This is an optimization exercise on Yosys and OpenROAD, whose aim is a short achievable clock period and few clock cycles, not a production implementation. Only simulation tests tie the RTL to the original design; equivalence was not proved. Power and IR drop assume default switching activity.

[flow/config.mk]
export PLATFORM = sky130hd
export DESIGN_NAME = cpu
export DESIGN_NICKNAME = cpu
export VERILOG_FILES = /design/flow/design.v
export SDC_FILE = /design/flow/constraint.sdc
export NUM_CORES = 4
export LEC_CHECK = 0
export CAP_MARGIN = 20
export CORE_MARGIN = 2
export CORE_UTILIZATION = 40
export SETUP_SLACK_MARGIN = 2.2
export SLEW_MARGIN = 20
[flow/constraint.sdc]
create_clock -name core_clock -period 4.4 [get_ports {clk}]
set_input_delay 0.8800 -clock core_clock [delete_from_list [all_inputs] [get_ports {clk}]]
set_output_delay 0.8800 -clock core_clock [all_outputs]
set_load 0.01 [all_outputs]
[flow/design.v]
`default_nettype none
package lc3b_types;
	typedef logic [15:0] lc3b_word;
	typedef logic [$clog2(8)-1:0] lc3b_reg;
	typedef logic [2:0] lc3b_nzp;
	typedef logic [128-1:0] lc3b_line;
	typedef logic [15-4:0] lc3b_wb_adr;
	typedef logic [128/8-1:0] lc3b_sel;
	typedef enum logic [3:0] {
		op_br  = 4'b0000,
		op_add = 4'b0001,
		op_and = 4'b0101,
		op_ldr = 4'b0110,
		op_str = 4'b0111,
		op_not = 4'b1001
	} lc3b_opcode;
	typedef struct packed {
		lc3b_opcode opcode;
		lc3b_reg dr;
		lc3b_reg sr1;
		logic imm_flag;
		logic [1:0] unused;
		lc3b_reg sr2;
	} lc3b_instr_reg;
	typedef struct packed {
		lc3b_opcode opcode;
		lc3b_reg dr;
		lc3b_reg sr1;
		logic imm_flag;
		logic [4:0] imm5;
	} lc3b_instr_imm;
	typedef struct packed {
		lc3b_opcode opcode;
		lc3b_reg dr_sr;
		lc3b_reg base;
		logic [5:0] offset6;
	} lc3b_instr_mem;
	typedef struct packed {
		lc3b_opcode opcode;
		lc3b_nzp nzp;
		logic [8:0] offset9;
	} lc3b_instr_br;
	typedef union packed {
		lc3b_instr_reg r;
		lc3b_instr_imm i;
		lc3b_instr_mem m;
		lc3b_instr_br b;
	} lc3b_instr;
endpackage
`default_nettype wire
`default_nettype none
package lc3b_ctrl_types;
	typedef enum logic [1:0] {alu_add, alu_and, alu_not, alu_pass} lc3b_aluop;
	typedef enum logic [1:0] {alumux_reg, alumux_off6, alumux_zero} lc3b_alumux_sel;
	typedef enum logic {sr2mux_reg, sr2mux_imm} lc3b_sr2mux_sel;
	typedef enum logic {wbmux_alu, wbmux_mem} lc3b_wbmux_sel;
	typedef enum logic {mem_idle, mem_access} lc3b_mem_state;
	typedef struct packed {
		lc3b_aluop aluop;
		lc3b_alumux_sel alumux_sel;
		lc3b_sr2mux_sel sr2mux_sel;
		lc3b_wbmux_sel wbmux_sel;
		logic load_cc;
		logic load_regfile;
		logic mem_read;
		logic mem_write;
		logic is_br;
	} lc3b_control_word;
endpackage
`default_nettype wire
`default_nettype none
`timescale 1ns/1ps
module cpu (
	input logic clk,
	input logic reset,
	input logic [127:0] ifetch_rdata,
	output logic [11:0] ifetch_address,
	input logic [127:0] mem_rdata,
	input logic mem_resp,
	output logic mem_read,
	output logic mem_write,
	output logic [127:0] mem_wdata,
	output logic [11:0] mem_address,
	output logic [15:0] mem_sel
);
	localparam int QD = 3;
	logic [15:0] pc;
	logic        d_valid;
	logic [15:0] d_ir;
	logic        d_alu;      
	logic        d_ldr;
	logic        d_str;
	logic        d_br;       
	logic [7:0]  d_src;      
	logic        e_valid;
	logic        e_and;      
	logic        e_wr;       
	logic        e_ld;
	logic        e_st;
	logic        e_lcc;      
	logic [15:0] e_a;
	logic [15:0] e_b;
	logic [15:0] e_sd;
	logic [2:0]  e_dr;
	logic        w_valid;
	logic [2:0]  w_dr;
	logic [15:0] w_res;
	logic        q_rd  [0:QD-1];
	logic        q_wr  [0:QD-1];
	logic        q_lcc [0:QD-1];    
	logic        q_nw  [0:QD-1];    
	logic [15:0] q_addr[0:QD-1];
	logic [15:0] q_sel [0:QD-1];
	logic [15:0] q_sd  [0:QD-1];
	logic [7:0]  q_dr  [0:QD-1];    
	logic [7:0]  pend;       
	logic [2:0]  cc;
	logic [15:0] rf [0:7];
	function automatic logic [7:0] onehot(input logic [2:0] r);
		onehot = 8'b1 << r;
	endfunction
	function automatic logic [15:0] ks_add(input logic [15:0] a, input logic [15:0] b, input logic cin);
		logic [15:0] g, p, gg, pp, gn, pn;
		g = a & b;
		p = a ^ b;
		gg = g;
		pp = p;
		gg[0] = g[0] | (p[0] & cin);
		for (int d = 1; d < 16; d = d * 2) begin
			gn = gg;
			pn = pp;
			for (int i = d; i < 16; i++) begin
				gn[i] = gg[i] | (pp[i] & gg[i - d]);
				pn[i] = pp[i] & pp[i - d];
			end
			gg = gn;
			pp = pn;
		end
		ks_add = p ^ {gg[14:0], cin};
	endfunction
	logic [15:0]  EW [0:7];
	logic [15:0]  NFA [0:7];
	logic [11:0]  L_line;
	logic         L_v;
	logic [15:0]  LT [0:7];
	logic         d_tgt_ok;
	logic [15:0]  d_tgt;
	logic bt, pc_in_L, use_L, f_ok;
	logic nd_valid, d_load;
	logic [11:0] fa;
	logic [2:0] ws;
	logic [15:0] rword, lword, fword;
	logic [7:0] f_src;
	logic f_alu, f_ldr, f_str, f_br;
	logic [15:0] ft;
	assign fa = pc[15:4];
	assign ifetch_address = fa;
	assign rword = ifetch_rdata[pc[3:1]*16 +: 16];
	assign lword = EW[ft[3:1]];
	assign pc_in_L = L_v && (L_line == ft[15:4]);
	function automatic logic [11:0] predec(input logic [15:0] w);
		logic [3:0] o;
		logic add, andi, noti, ldr, str;
		logic [7:0] src;
		o = w[15:12];
		add = (o == 4'b0001);
		andi = (o == 4'b0101);
		noti = (o == 4'b1001);
		ldr = (o == 4'b0110);
		str = (o == 4'b0111);
		src = ((add || andi || noti || ldr || str) ? onehot(w[8:6]) : 8'h0) |
			((add || andi) && !w[5] ? onehot(w[2:0]) : 8'h0) |
			(str ? onehot(w[11:9]) : 8'h0);
		predec = {src, add || andi || noti, ldr, str, (o == 4'b0000) && (w[11:9] != 3'b000)};
	endfunction
	logic [11:0] pre_l, pre_r;
	logic [11:0] LP [0:7];    
	assign pre_l = LP[ft[3:1]];
	assign pre_r = predec(rword);
	logic [11:0] kp [0:7];
	logic [15:0] kt [0:7];
	logic [2:0]  nx [0:7];
	always_comb begin
		for (int k = 0; k < 8; k++) begin
			kp[k] = predec(ifetch_rdata[k*16 +: 16]);
			kt[k] = {{pc[15:4], 3'(k)} + {{6{ifetch_rdata[k*16+8]}}, ifetch_rdata[k*16 +: 9]} + 15'd1, 1'b0};
		end
		nx[7] = 3'd7;
		for (int k = 0; k < 7; k++)
			nx[k] = (kp[k][3:0] == 4'h0) ? 3'(k + 1) : 3'(k);
	end
	always_ff @(posedge clk) begin
		if (reset) begin
			L_v <= 1'b0;
		end else if (!bt) begin
			L_v <= 1'b1;
		end
		if (!bt) begin
			L_line <= pc[15:4];
			for (int k = 0; k < 8; k++) begin
				EW[k] <= ifetch_rdata[nx[k]*16 +: 16];
				LP[k] <= kp[nx[k]];
				LT[k] <= kt[nx[k]];
				NFA[k] <= (nx[k] == 3'd7) ? {pc[15:4] + 12'd1, 4'h0} : {pc[15:4], nx[k] + 3'd1, 1'b0};
			end
		end
	end
	logic [15:0] ld_word;
	logic [2:0] ld_cc;
	logic ld_now, pop, e_mem, e_stall, mem_in;
	assign mem_read = q_rd[0];
	assign mem_write = q_wr[0];
	assign mem_address = q_addr[0][15:4];
	assign mem_sel = q_sel[0];
	assign mem_wdata = {8{q_sd[0]}};
	always_comb begin
		ld_word = 16'h0;
		for (int k = 0; k < 8; k++)
			ld_word = ld_word | (mem_rdata[k*16 +: 16] & {16{q_sel[0][2*k]}});
	end
	assign ld_cc = {ld_word[15], ld_word == 16'h0, !ld_word[15] && ld_word != 16'h0};
	assign pop = (q_rd[0] || q_wr[0]) && mem_resp;
	assign ld_now = q_rd[0] && !q_nw[0] && mem_resp;
	logic [3:0] op;
	logic [2:0] nzp;
	logic fwd1, fwd2, fwds;
	logic [15:0] ra, rb, rs;
	logic [15:0] imm5, off6;
	logic hazard;
	assign op = d_ir[15:12];
	assign nzp = d_ir[11:9];
	assign fwd1 = ld_now && q_dr[0][d_ir[8:6]];
	assign fwd2 = ld_now && q_dr[0][d_ir[2:0]];
	assign fwds = ld_now && q_dr[0][d_ir[11:9]];
	assign ra = fwd1 ? ld_word : (w_valid && w_dr == d_ir[8:6]) ? w_res : rf[d_ir[8:6]];
	assign rb = fwd2 ? ld_word : (w_valid && w_dr == d_ir[2:0]) ? w_res : rf[d_ir[2:0]];
	assign rs = fwds ? ld_word : (w_valid && w_dr == d_ir[11:9]) ? w_res : rf[d_ir[11:9]];
	assign imm5 = {{11{d_ir[4]}}, d_ir[4:0]};
	assign off6 = {{9{d_ir[5]}}, d_ir[5:0], 1'b0};
	logic [15:0] tgt;
	assign tgt = ft + {{6{d_ir[8]}}, d_ir[8:0], 1'b0};
	assign hazard = d_valid && (((d_src & pend & ~(ld_now ? q_dr[0] : 8'h0)) != 8'h0) ||
		(e_valid && e_wr && d_src[e_dr]));
	logic [15:0] sum, andv, res;
	assign sum = ks_add(e_a, e_b, 1'b0);
	assign andv = e_a & e_b;
	assign res = e_and ? andv : sum;
	logic e_z, w_z;
	assign e_z = e_and ? (andv == 16'h0) : ((e_a ^ e_b) == {e_a[14:0] | e_b[14:0], 1'b0});
	logic [2:0] w_cc, curcc;
	assign w_cc = {w_res[15], w_z, !w_res[15] && !w_z};
	assign curcc = w_valid ? w_cc : cc;
	assign e_mem = e_valid && (e_ld || e_st);
	logic [QD-1:0] qv;
	logic q_room;
	always_comb begin
		for (int j = 0; j < QD; j++) qv[j] = q_rd[j] || q_wr[j];
	end
	assign q_room = !qv[QD-2] || (!qv[QD-1] && (!e_mem || pop)) || (pop && !e_mem);
	assign e_stall = 1'b0;
	assign mem_in = e_mem;
	logic any_lcc, flags_wait, e_setcc, pred, br_res, br_taken, br_wait;
	logic d_stall, dispatch, alu_disp, wr_disp;
	logic v_valid, v_pred, v_mis;
	logic [2:0] v_nzp;
	logic [15:0] v_alt;
	logic rd_valid, v_tok;
	logic [15:0] r_tgt, r_ft, r_dtgt;
	assign v_alt = v_pred ? r_ft : (v_tok ? r_dtgt : r_tgt);
	always_comb begin
		any_lcc = e_lcc;
		for (int i = 0; i < QD; i++) any_lcc = any_lcc || q_lcc[i];
	end
	assign flags_wait = any_lcc;
	assign e_setcc = e_valid && e_wr;
	assign pred = d_ir[8] || (nzp == 3'b111) || (nzp == 3'b101);
	assign br_wait = d_valid && d_br && flags_wait;
	assign br_res = d_valid && d_br && !flags_wait;
	assign br_taken = br_res && (e_setcc ? pred : ((nzp & curcc) != 3'b000));
	assign v_mis = v_valid && (((v_nzp & curcc) != 3'b000) != v_pred);
	assign use_L = pc_in_L && !(bt && br_taken);
	assign f_ok = use_L || !bt || br_taken;
	assign fword = use_L ? lword : rword;
	assign {f_src, f_alu, f_ldr, f_str, f_br} = use_L ? pre_l : pre_r;
	assign d_stall = br_wait || hazard || (d_valid && (d_ldr || d_str) && !q_room);
	assign d_load = !e_stall && !d_stall;
	always_comb begin
		nd_valid = d_valid;
		if (v_mis) nd_valid = rec;
		else if (rd_valid) nd_valid = 1'b0;
		else if (!e_stall) begin
			if (br_taken && bt) nd_valid = 1'b1;
			else if (br_taken) nd_valid = 1'b0;
			else if (!d_stall) nd_valid = f_ok;
		end
	end
	assign dispatch = d_valid && !d_stall && !e_stall && !v_mis && (d_alu || d_ldr || d_str);
	logic v_bt, a_fok, rec;
	logic [15:0] a_tw, a_fw, a_t2, a_f2, aw, a2;
	logic [11:0] a_tpre, a_fpre, apre;
	logic ld_any;
	logic [15:0] dw;
	logic [11:0] dpre;
	assign rec = v_mis && v_bt && (!v_pred || a_fok);
	assign aw = v_pred ? a_fw : a_tw;
	assign apre = v_pred ? a_fpre : a_tpre;
	assign a2 = v_pred ? a_f2 : a_t2;
	assign ld_any = d_load || rec;
	assign dw = rec ? aw : fword;
	assign dpre = rec ? apre : {f_src, f_alu, f_ldr, f_str, f_br};
	assign alu_disp = dispatch && d_alu;
	assign wr_disp = dispatch && (d_alu || d_ldr);
	always_ff @(posedge clk) begin
		if (reset) begin
			pc <= 16'h0;
			ft <= 16'h0;
			d_valid <= 1'b0;
			bt <= 1'b0;
			v_valid <= 1'b0;
			rd_valid <= 1'b0;
			e_valid <= 1'b0;
			w_valid <= 1'b0;
			cc <= 3'b010;
		end else begin
			v_valid <= 1'b0;
			d_valid <= nd_valid;
			bt <= nd_valid && (ld_any ? (!rec && f_br && use_L) : (d_br && d_tgt_ok));
			rd_valid <= 1'b0;
			if (v_mis) begin
				pc <= rec ? a2 : v_alt;
				ft <= rec ? a2 : v_alt;
			end else if (rd_valid) begin
				pc <= r_tgt;
				ft <= r_tgt;
			end else if (!e_stall) begin
				v_valid <= br_res && e_setcc;
				if (br_taken && bt) begin
					pc <= pc + 16'd2;
					ft <= pc + 16'd2;
				end else if (br_taken) begin
					rd_valid <= 1'b1;
				end else if (!d_stall) begin
					pc <= !f_ok ? ft : use_L ? (f_br ? LT[ft[3:1]] : NFA[ft[3:1]]) : ft + 16'd2;
					if (f_ok) ft <= use_L ? NFA[ft[3:1]] : ft + 16'd2;
				end
			end
			if (!e_stall) e_valid <= dispatch;
			w_valid <= e_valid && e_wr;
			if (w_valid) cc <= w_cc;
			else if (q_rd[0] && q_lcc[0] && mem_resp) cc <= ld_cc;
		end
	end
	always_ff @(posedge clk) begin
		v_pred <= pred;
		v_bt <= bt;
		a_tw <= rword;
		a_tpre <= pre_r;
		a_t2 <= pc + 16'd2;
		a_fw <= lword;
		a_fpre <= pre_l;
		a_fok <= pc_in_L;
		a_f2 <= NFA[ft[3:1]];
		v_nzp <= nzp;
		r_ft <= ft;
		r_tgt <= tgt;
		r_dtgt <= d_tgt;
		v_tok <= d_tgt_ok;
		if (ld_any) begin
			d_ir <= dw;
			d_tgt <= LT[ft[3:1]];
			d_tgt_ok <= use_L && !rec;
			{d_src, d_alu, d_ldr, d_str, d_br} <= dpre;
		end
		if (!e_stall) begin
			e_and <= (op == 4'b0101) || (op == 4'b1001);
			e_wr <= d_alu;
			e_ld <= d_ldr;
			e_st <= d_str;
			e_a <= (op == 4'b1001) ? ~ra : ra;
			e_b <= (d_ldr || d_str) ? off6 : (op == 4'b1001) ? 16'hFFFF : d_ir[5] ? imm5 : rb;
			e_sd <= rs;
			e_dr <= d_ir[11:9];
		end
		w_dr <= e_dr;
		w_res <= res;
		w_z <= e_z;
	end
	always_ff @(posedge clk) begin
		if (reset) begin
			e_lcc <= 1'b0;
		end else if (!e_stall) begin
			e_lcc <= dispatch && d_ldr;
		end
	end
	logic sh_v [0:QD];
	logic [7:0] wr_oh;
	assign wr_oh = wr_disp ? onehot(d_ir[11:9]) : 8'h0;
	always_comb begin
		for (int j = 0; j < QD; j++)
			sh_v[j] = pop ? (j + 1 < QD ? (q_rd[j + 1] || q_wr[j + 1]) : 1'b0) : (q_rd[j] || q_wr[j]);
		sh_v[QD] = 1'b0;
	end
	always_ff @(posedge clk) begin
		for (int j = 0; j < QD; j++) begin
			if (reset) begin
				q_rd[j] <= 1'b0;
				q_wr[j] <= 1'b0;
				q_lcc[j] <= 1'b0;
				q_nw[j] <= 1'b0;
			end else if (mem_in && !sh_v[j] && (j == 0 || sh_v[j == 0 ? 0 : j - 1])) begin
				q_rd[j] <= e_ld;
				q_wr[j] <= e_st;
				q_lcc[j] <= e_lcc && !alu_disp;
				q_nw[j] <= (wr_oh & onehot(e_dr)) != 8'h0;
			end else if (pop) begin
				q_rd[j] <= j + 1 < QD ? q_rd[j + 1] : 1'b0;
				q_wr[j] <= j + 1 < QD ? q_wr[j + 1] : 1'b0;
				q_lcc[j] <= j + 1 < QD ? q_lcc[j + 1] && !alu_disp : 1'b0;
				q_nw[j] <= j + 1 < QD ? q_nw[j + 1] || ((wr_oh & q_dr[j + 1 < QD ? j + 1 : j]) != 8'h0) : 1'b0;
			end else begin
				q_lcc[j] <= q_lcc[j] && !alu_disp;
				q_nw[j] <= q_nw[j] || ((wr_oh & q_dr[j]) != 8'h0);
			end
		end
	end
	always_ff @(posedge clk) begin
		for (int j = 0; j < QD; j++) begin
			if (mem_in && !sh_v[j] && (j == 0 || sh_v[j == 0 ? 0 : j - 1])) begin
				q_addr[j] <= sum;
				q_sel[j] <= 16'h0003 << {sum[3:1], 1'b0};
				q_sd[j] <= e_sd;
				q_dr[j] <= onehot(e_dr);
			end else if (pop && j + 1 < QD) begin
				q_addr[j] <= q_addr[j + 1 < QD ? j + 1 : j];
				q_sel[j] <= q_sel[j + 1 < QD ? j + 1 : j];
				q_sd[j] <= q_sd[j + 1 < QD ? j + 1 : j];
				q_dr[j] <= q_dr[j + 1 < QD ? j + 1 : j];
			end
		end
	end
	always_ff @(posedge clk) begin
		if (reset) begin
			pend <= 8'h0;
		end else begin
			for (int i = 0; i < 8; i++) begin
				if (wr_oh[i]) pend[i] <= d_ldr;
				else if (ld_now && q_dr[0][i]) pend[i] <= 1'b0;
			end
		end
	end
	always_ff @(posedge clk) begin
		if (reset) begin
			for (int i = 0; i < 8; i++) rf[i] <= 16'h0;
		end else begin
			for (int i = 0; i < 8; i++) begin
				if (w_valid && w_dr == 3'(i)) rf[i] <= w_res;
				else if (ld_now && q_dr[0][i]) rf[i] <= ld_word;
			end
		end
	end
endmodule
`default_nettype wire
[flow/flow/run.sh]
#!/bin/bash
# Layout flow: the standard synthesis; then the combinational logic is
# re-mapped by ABC for delay (flow/resynth.tcl, flow/abc.script), keeping
# every register as the standard synthesis made it; then the standard
# layout from the floorplan on. Each tool's output goes to its own log here.
set -euo pipefail
HERE=$(pwd)
bash standard.sh synth > synth.log 2>&1
R=$HERE/orfs/results/$FLOW_PLATFORM/cpu/base
cp "$R/1_2_yosys.v" "$HERE/1_2_yosys_standard.v"
YOSYS=$(command -v yosys || echo "$FLOW_HOME/../tools/install/yosys/bin/yosys")
# if the re-mapping fails, the standard netlist is laid out as it is
if ! RS_IN="$HERE/1_2_yosys_standard.v" RS_OUT="$HERE/1_2_yosys_remapped.v" RS_TOP="$FLOW_TOP" \
	RS_LIB="$FLOW_HOME/platforms/$FLOW_PLATFORM/lib/sky130_fd_sc_hd__tt_025C_1v80.lib" \
	RS_SCRIPT="$HERE/flow/abc.script" "$YOSYS" -c "$HERE/flow/resynth.tcl" > resynth.log 2>&1; then
	echo "re-mapping failed; keeping the standard netlist" >> resynth.log
else
	cp "$HERE/1_2_yosys_remapped.v" "$R/1_2_yosys.v"
fi
bash standard.sh > layout.log 2>&1
[flow/flow/abc.script]
strash
dch -f
map -D 500
topo
buffer -p
upsize -D 500
dnsize -D 500
[flow/flow/resynth.tcl]
# Re-map the combinational logic of the standard synthesis with ABC for
# delay. Every sequential cell (so every register, with its name and cell
# type) is kept as it is; only the logic between them changes.
# env: RS_IN RS_OUT RS_TOP RS_LIB RS_SCRIPT
yosys -import
set lib $::env(RS_LIB)
read_liberty -ignore_miss_func -ignore_miss_dir $lib
blackbox sky130_fd_sc_hd__*df* sky130_fd_sc_hd__*dl* sky130_fd_sc_hd__*sdf* sky130_fd_sc_hd__conb_1
read_verilog $::env(RS_IN)
hierarchy -top $::env(RS_TOP)
flatten
opt_clean -purge
set dont_use {}
foreach c {sky130_fd_sc_hd__probe_p_8 sky130_fd_sc_hd__probec_p_8 sky130_fd_sc_hd__lpflow_*} { lappend dont_use -dont_use $c }
set f [open abc.constr w]
puts $f "set_driving_cell sky130_fd_sc_hd__buf_1"
puts $f "set_load 5"
close $f
abc -script $::env(RS_SCRIPT) -liberty $lib {*}$dont_use -constr abc.constr
read_liberty -lib -ignore_redef $lib
opt_clean -purge
hilomap -singleton -hicell sky130_fd_sc_hd__conb_1 HI -locell sky130_fd_sc_hd__conb_1 LO
insbuf -buf sky130_fd_sc_hd__buf_4 A X
splitnets
opt_clean -purge
stat -liberty $lib
check -assert -mapped
write_verilog -noattr -nohex -nodec $::env(RS_OUT)
[flow/standard.sh]
#!/bin/bash
# synth_recipe.tcl (not shown) runs the flow's synth.tcl, then flattens the netlist and writes it again
# the make line also repeats each setting of config.mk as NAME=value (left out here)
make -C /OpenROAD-flow-scripts/flow DESIGN_CONFIG=/design/flow/config.mk WORK_HOME=/design/flow/orfs CLKGATE_MAP_FILE= SYNTH_SCRIPT=/design/flow/synth_recipe.tcl "${@:-finish}"
==> results.py, run 1 <==
metrics = {
    "sta": {
        "grt_setup_unrepaired": "yes",
        "finalWorstPathRequiredPeriod_ns": 2.51,
        "relSlewSlack_pct": 30.8,
        "maxSlewViolCount": 0,
        "setup_viol": 0,
        "finalHoldViolations": 0,
        "skew_ns": 0.0273,
        "post-route-period-util_pct": 57.1,
        "worst_slew_pin_slew_ns": 1.04,
        "fmax_mhz": 398,
    },
    "setup_path": {
        "required_ns": 5.04,
        "crit_fanout": 4,
        "critPathKind": "reg2reg",
        "cp.arrival_ns": 3.15,
        "worstSetupEndpointType": "flip-flop",
        "start_kind": "flip-flop",
    },
    "cts": {
        "cts_buffers": 109,
        "clockBufferDepth": 3,
        "cts_root_buffer": "clkbuf_16",
        "clk_latency_ns": 0.76,
        "cts_hold_buf": 0,
        "tritoncts": "done",
        "cts_max_level": 3,
        "cts.clk_slew.worst_paths_ns": 0.07,
        "clkSinkCount": 962,
    },
    "finish": {
        "stdcell_area_um2": 81500,
        "drive_above_1_share_pct": 30.4,
        "fill_cells": 12397,
        "nNetsFinal": 8359,
        "syn2layout_area_growth_pct": 44.2,
        "finalNonFillerCells": 10080,
    },
    "grt": {
        "grt_usage_pct": 38.8,
        "grt_pass1_wl_um": 414000,
        "overflow": 0,
        "grt_pass1_vias": 58504,
        "antenna_found_initial": 11,
        "grt_max_degree": 158,
    },
    "floorplan": {
        "die_h_um": 380,
        "num_io_pins": 429,
        "die-area_um2": 144000,
        "initial_core_util_pct": 40.4,
        "core_area_um2": 140000,
        "rows": 137,
        "dieWidth_um": 380,
    },
    "routing": {
        "firstDrtPassIters": 9,
        "num_vias": 63730,
        "vias_per_cell": 6.32,
        "ant_nets": 0,
        "drtIter0Drc": 8772,
        "post-route-drc-count": 0,
        "totalWireLength_um": 304000,
        "wl_per_cell_um": 30.2,
    },
    "pwr": {
        "powerDensity_nw_per_um2": 677,
        "ir_worst_vdd_mv": 0.406,
        "power_leakage_nw": 32.9,
        "power_mw": 55.2,
    },
    "place": {
        "gp_congestion": 1.02,
        "io_buffers": 428,
        "dp.cells": 9216,
        "dpl.hpwl_um": 205000,
        "placed_area_um2": 63400,
    },
    "logic_synthesis": {
        "syn_nets": 7410,
        "yosysWarnings": 18,
        "avgSynthCellArea_um2": 7.90,
        "synthCells": 7151,
        "synth_area_um2": 56500,
    },
    "min_path": {
        "min_path_type": "reg2reg",
    },
    "status": {
        "status": "no timing/DRC/antenna violations",
    },
    "run": {
        "cap_violations": 0,
    },
}
## final timing paths
check	startpoint	end	slack, ns	cells after the start
worst max-delay path	d_ir[9]$_DFFE_PN_	e_sd[3]$_DFF_P_	1.89	13
worst min-delay path	d_tgt[2]$_DFFE_PN_	r_dtgt[2]$_DFF_P_	0.34	0
worst max register to register	d_ir[9]$_DFFE_PN_	e_sd[3]$_DFF_P_	1.89	13
worst min register to register	d_tgt[2]$_DFFE_PN_	r_dtgt[2]$_DFF_P_	0.34	0
## layer usage
metal / track usage [%] / routed length [um] / vias up
met1: 47.0 / 108000 / 30443
met2: 62.0 / 135000 / 4757
met4: 27.1 / 27400 / 12
met5: 0 / 83 / -
li1: - / - / 27234
met3: 7.69 / 33600 / 1284
## flip-flops by register name, summed over array words and instances (netlist names), 16 cells and up
signal,flops
LP,96
d_ir,16
q_sd,48
NFA,46
a_fw,16
rf,128
q_addr,36
EW,128
q_sel,24
LT,117
e_a,16
w_res,16
e_b,16
e_sd,16
q_dr,24
a_tw,16
## critical path, cell delays in order (launching register included)
cell	delay, ns
edfxtp_1	0.42
buf_6	0.16
buf_8	0.14
nand2_8	0.07
buf_12	0.15
nor2_4	0.04
inv_2	0.09
buf_12	0.12
o21ai_2	0.05
a221oi_2	0.17
nand4_1	0.43
a21oi_2	0.30
a21oi_2	0.06
buf_4	0.15
## through the flow
stage / setup WS, ns / hold slack [ns] / utilization, % / TNS [ns]
2_1_floorplan: -2.49 / 0.323 / - / -909.77
3_3_place_gp: 0.658 / 0.325 / 45.3 / 0
3_5_place_dp: 0.645 / 0.327 / 45.3 / 0
4_1_cts: 1.98 / 0.339 / 53.6 / 0
5_1_grt: 1.83 / 0.352 / 58.2 / 0
6_report: 1.89 / 0.338 / 58.3 / 0
## layout by cell type, fill, tap and decap left out, types with 61 or more instances in the layout
master           instances
buf_6                  341
o21ai_1                 78
nand4_1                175
nand3_2                 65
o21ai_2                 65
a22oi_2                 61
o211ai_1                86
a21oi_1                350
nand2_2                102
edfxtp_1               563
inv_1                  539
buf_4                  543
clkbuf_16              128
nor2_4                  75
nor3_1                  64
xor2_1                  67
o21ai_0                404
buf_12                 132
dfxtp_1                359
nand2_1               1077
a22oi_1                201
clkdlybuf4s50_1        160
nor2_1                 685
o22ai_1                 78
nand3_1                288
## layout make-up
cell class | instances | area (um^2) | share of cell area [%]
inverters | 661 | 2800 | 3.43
flip-flops and latches | 962 | 25000 | 30.7
multi-input cells | 4977 | 32600 | 40.0
diodes | 7 | 17.5 | 0.0215
clock buffers | 135 | 3050 | 3.74
repair buffers | 1384 | 14800 | 18.2
repair inverters | 5 | 46.3 | 0.0568
well taps | 1876 | 2350 | 2.88
clock inverters | 73 | 828 | 1.02
## timing repair
action | 4_1_cts | 5_1_grt
cloned | 24 | 27
setup buffers | 352 | 246
resized for setup | 1895 | 1034
setup endpoints to repair | 991 | 705
pin swaps | 194 | 368
## power breakdown
group,leakage [nW],internal (mW),switching [mW]
clock network,1.90,5.68,4.33
registers,9.30,12.3,2.00
logic,21.7,11.9,19.0
total,32.9,29.9,25.3
Testbench counts, summed over its fixed seeds: cycles 34,924.
==> run 2, diff against run 1 <==
--- a/flow/design.v
+++ b/flow/design.v
@@ -212,7 +212,8 @@
 	assign mem_write = q_wr[0];
 	assign mem_address = q_addr[0][15:4];
 	assign mem_sel = q_sel[0];
-	assign mem_wdata = {8{q_sd[0]}};
+	logic [127:0] h_wd;
+	assign mem_wdata = h_wd;
 	always_comb begin
 		ld_word = 16'h0;
 		for (int k = 0; k < 8; k++)
@@ -423,7 +424,14 @@
 			end
 		end
 	end
+	logic [15:0] e_sel;
+	assign e_sel = 16'h0003 << {sum[3:1], 1'b0};
 	always_ff @(posedge clk) begin
+		if (mem_in && !sh_v[0]) begin
+			for (int k = 0; k < 8; k++) h_wd[k*16 +: 16] <= e_sd & {16{e_sel[2*k]}};
+		end else if (pop) begin
+			for (int k = 0; k < 8; k++) h_wd[k*16 +: 16] <= q_sd[1] & {16{q_sel[1][2*k]}};
+		end
 		for (int j = 0; j < QD; j++) begin
 			if (mem_in && !sh_v[j] && (j == 0 || sh_v[j == 0 ? 0 : j - 1])) begin
 				q_addr[j] <= sum;
==> flow/flow/abc.script (replaced) <==
strash
dch -f
map -D 1000
topo
buffer -p
upsize -D 1000
dnsize -D 1000
==> run 2 against run 1 <==
Compared with the run above:
- still clean on timing, DRC and antenna
- clock power grew about 10%
- die area increased by 5.2%
- synthesized cell count up 0.62%
==> results.py, run 2 <==
metrics = {
    "sta": {
        "skew_ns": 0.0517,
        "tns_ns": 0,
        "fmax_mhz": 377,
        "finalWorstPathRequiredPeriod_ns": 2.66,
        "setup_ws_ns": 1.74,
        "grt_setup_unrepaired": "yes",
        "maxSlewViolCount": 0,
        "setup_viol": 0,
        "worst_slew_pin_slew_ns": 1.30,
        "finalHoldViolations": 0,
        "relSlewSlack_pct": 12.5,
        "post-route-period-util_pct": 60.4,
        "fin_hold_ws_ns": 0.343,
    },
    "place": {
        "pre_cts_ws_ns": 0.379,
        "io_buffers": 428,
        "gp_congestion": 1.08,
        "dpl.hpwl_um": 215000,
        "placed_area_um2": 67300,
        "dp.cells": 9444,
    },
    "cts": {
        "cts.clk_slew.worst_paths_ns": 0.07,
        "cts_max_level": 3,
        "clockBufferDepth": 3,
        "tritoncts": "done",
        "cts_root_buffer": "clkbuf_16",
        "clkSinkCount": 1074,
        "cts_buffers": 120,
        "clk_latency_ns": 0.81,
    },
    "grt": {
        "overflow": 0,
        "grt_pass1_wl_um": 444000,
        "grt_max_degree": 115,
        "grt_pass1_vias": 62544,
        "grt_usage_pct": 40.2,
        "antenna_found_initial": 20,
    },
    "finish": {
        "reg.largest.list": "EW x128, h_wd x128, rf x128",
        "syn2layout_area_growth_pct": 46.2,
        "stdcell_area_um2": 87000,
        "layout_common_cells": "nand2_1 (1,073), edfxtp_1 (675), buf_4 (650), nor2_1 (638), inv_1 (528)",
        "mostFrequentLayoutCell": "nand2_1",
        "drive_above_1_share_pct": 31.6,
        "finalNonFillerCells": 10468,
        "final_util_pct": 58.9,
        "nNetsFinal": 8677,
    },
    "setup_path": {
        "required_ns": 5.09,
        "cp.arrival_ns": 3.35,
        "crit_start": "ft[2]$_SDFFE_PP0P_",
        "crit_fanout": 6,
        "worstSetupEndpointType": "flip-flop",
        "start_kind": "flip-flop",
        "critPathKind": "reg2reg",
        "r2r-start": "ft[2]$_SDFFE_PP0P_",
    },
    "floorplan": {
        "rows": 141,
        "core_area_um2": 148000,
        "die_h_um": 390,
        "num_io_pins": 429,
        "initial_core_util_pct": 40.3,
        "die-area_um2": 152000,
        "dieWidth_um": 390,
    },
    "routing": {
        "firstDrtPassIters": 8,
        "vias_per_cell": 6.48,
        "totalWireLength_um": 331000,
        "ant_nets": 0,
        "wl_per_cell_um": 31.7,
        "num_vias": 67811,
        "drtIter0Drc": 10074,
        "post-route-drc-count": 0,
    },
    "pwr": {
        "swShare_pct": 44.9,
        "power_mw": 57.7,
        "powerDensity_nw_per_um2": 663,
        "p_int_mw": 31.8,
        "power_leakage_nw": 34.8,
        "ir_worst_vdd_mv": 0.433,
        "p_sw_mw": 25.9,
        "p_comb_share_pct": 54.3,
        "power_frac_clock_pct": 19.1,
        "seq_power_share_pct": 26.5,
    },
    "min_path": {
        "min_path_type": "reg2reg",
        "min_from": "d_tgt[1]$_DFFE_PN_",
    },
    "run": {
        "cap_violations": 0,
    },
    "logic_synthesis": {
        "yosysWarnings": 18,
        "syn_nets": 7454,
        "synth_area_um2": 59500,
        "synthCells": 7195,
        "avgSynthCellArea_um2": 8.27,
    },
    "status": {
        "status": "no timing/DRC/antenna violations",
    },
}
## run 2: changes by cell type in the layout (fill, tap and decap cells not counted), sizes merged, moves of 19 or more
cell	change
nand2	+29
a21oi	-20
dlymetal6s2s	-19
o22ai	+155
nand4	-33
nand3	+23
o21ai	-40
o2111ai	-20
a22oi	+19
clkbuf	+26
nor2	-46
edfxtp	+112
buf	+106
## run 2: worst paths after layout
check / to / slack (ns) / depth (start not counted)
hold reg to reg: r_dtgt[1]$_DFF_P_ / 0.34 / 0
setup reg to reg: pc[13]$_SDFFE_PP0P_ / 1.74 / 9
setup / recovery: pc[13]$_SDFFE_PP0P_ / 1.74 / 9
hold / removal: r_dtgt[1]$_DFF_P_ / 0.34 / 0
## run 2: final cells by class
class,count,area (um^2)
timing repair buffer,1496,15300
fill,12509,60700
clock buffer,162,3400
inverter,681,3040
antenna,12,30.0
multi-input combinational,5034,33400
timing repair inverter,11,98.8
sequential,1074,28400
tap,1930,2410
clock inverter,68,892
## run 2: per-layer routing
layer	GRT usage (%)	part of all wire (%)
met2	64.6	44
met4	30.3	11
met5	0	0.037
met1	46.6	33
met3	9.59	12
## run 2: critical path, cell delays in order, from the launching register on
cell and delay [ns]:
dfxtp_4 0.50, nand2_8 0.17, nor2_4 0.25, a22oi_2 0.14, o21ai_4 0.14, nand4_1 0.56
nand2_2 0.33, nand3_2 0.09, o21a_1 0.20, a41oi_2 0.17
## run 2: power by group through the flow
stage                     Clock [mW]  Combinational (mW)  Sequential [mW]
final                           11.0                31.4             15.3
after global routing            11.4                32.1             15.4
after CTS                       11.0                25.6             15.1
after detailed placement           0                19.2             15.3
after global placement             0                19.1             15.3
after floorplan                    0                11.6             14.1
## run 2: timing repair
item                       in CTS  in global routing
gates cloned                   41                 24
pin swaps                     238                367
resized for setup            1971               1012
setup endpoints to repair    1566               1112
hold buffers                    0                  0
buffers inserted              460                257
Testbench counts of run 2, summed over its fixed seeds: cycles 34,924.

==> separate check: timing with driven ports <==
The flow's constraints put no driver on any port. The routed layouts listed below were extracted and timed again, unchanged, in two steps.
Step 1 assumes that a clkbuf_16 drives the clock port and a buf_2 every other input.
Step 2 times the ports against the registers' clock, not the clock port: input delays grow and output delays shrink by t, the midpoint of the rising clock arrivals with the driver on.
Slacks: no drivers / after step 1 / after step 2; pairs: no drivers / after step 1.
run | shift t [ns] | setup slack, ns | latest minus earliest clock arrival (ns) | worst slew at a driven data input, ns
run 1 | 0.839 | 1.888 / 1.862 / 1.152 | 0.029 / 0.029 | 0.19
run 2 | 0.877 | 1.745 / 1.745 / 1.008 | 0.052 / 0.052 | 0.18
After both steps every run listed still meets setup and hold. The setup slack of run 2, which loses most, moves by 0.000 ns with the drivers and by -0.737 ns with both steps.
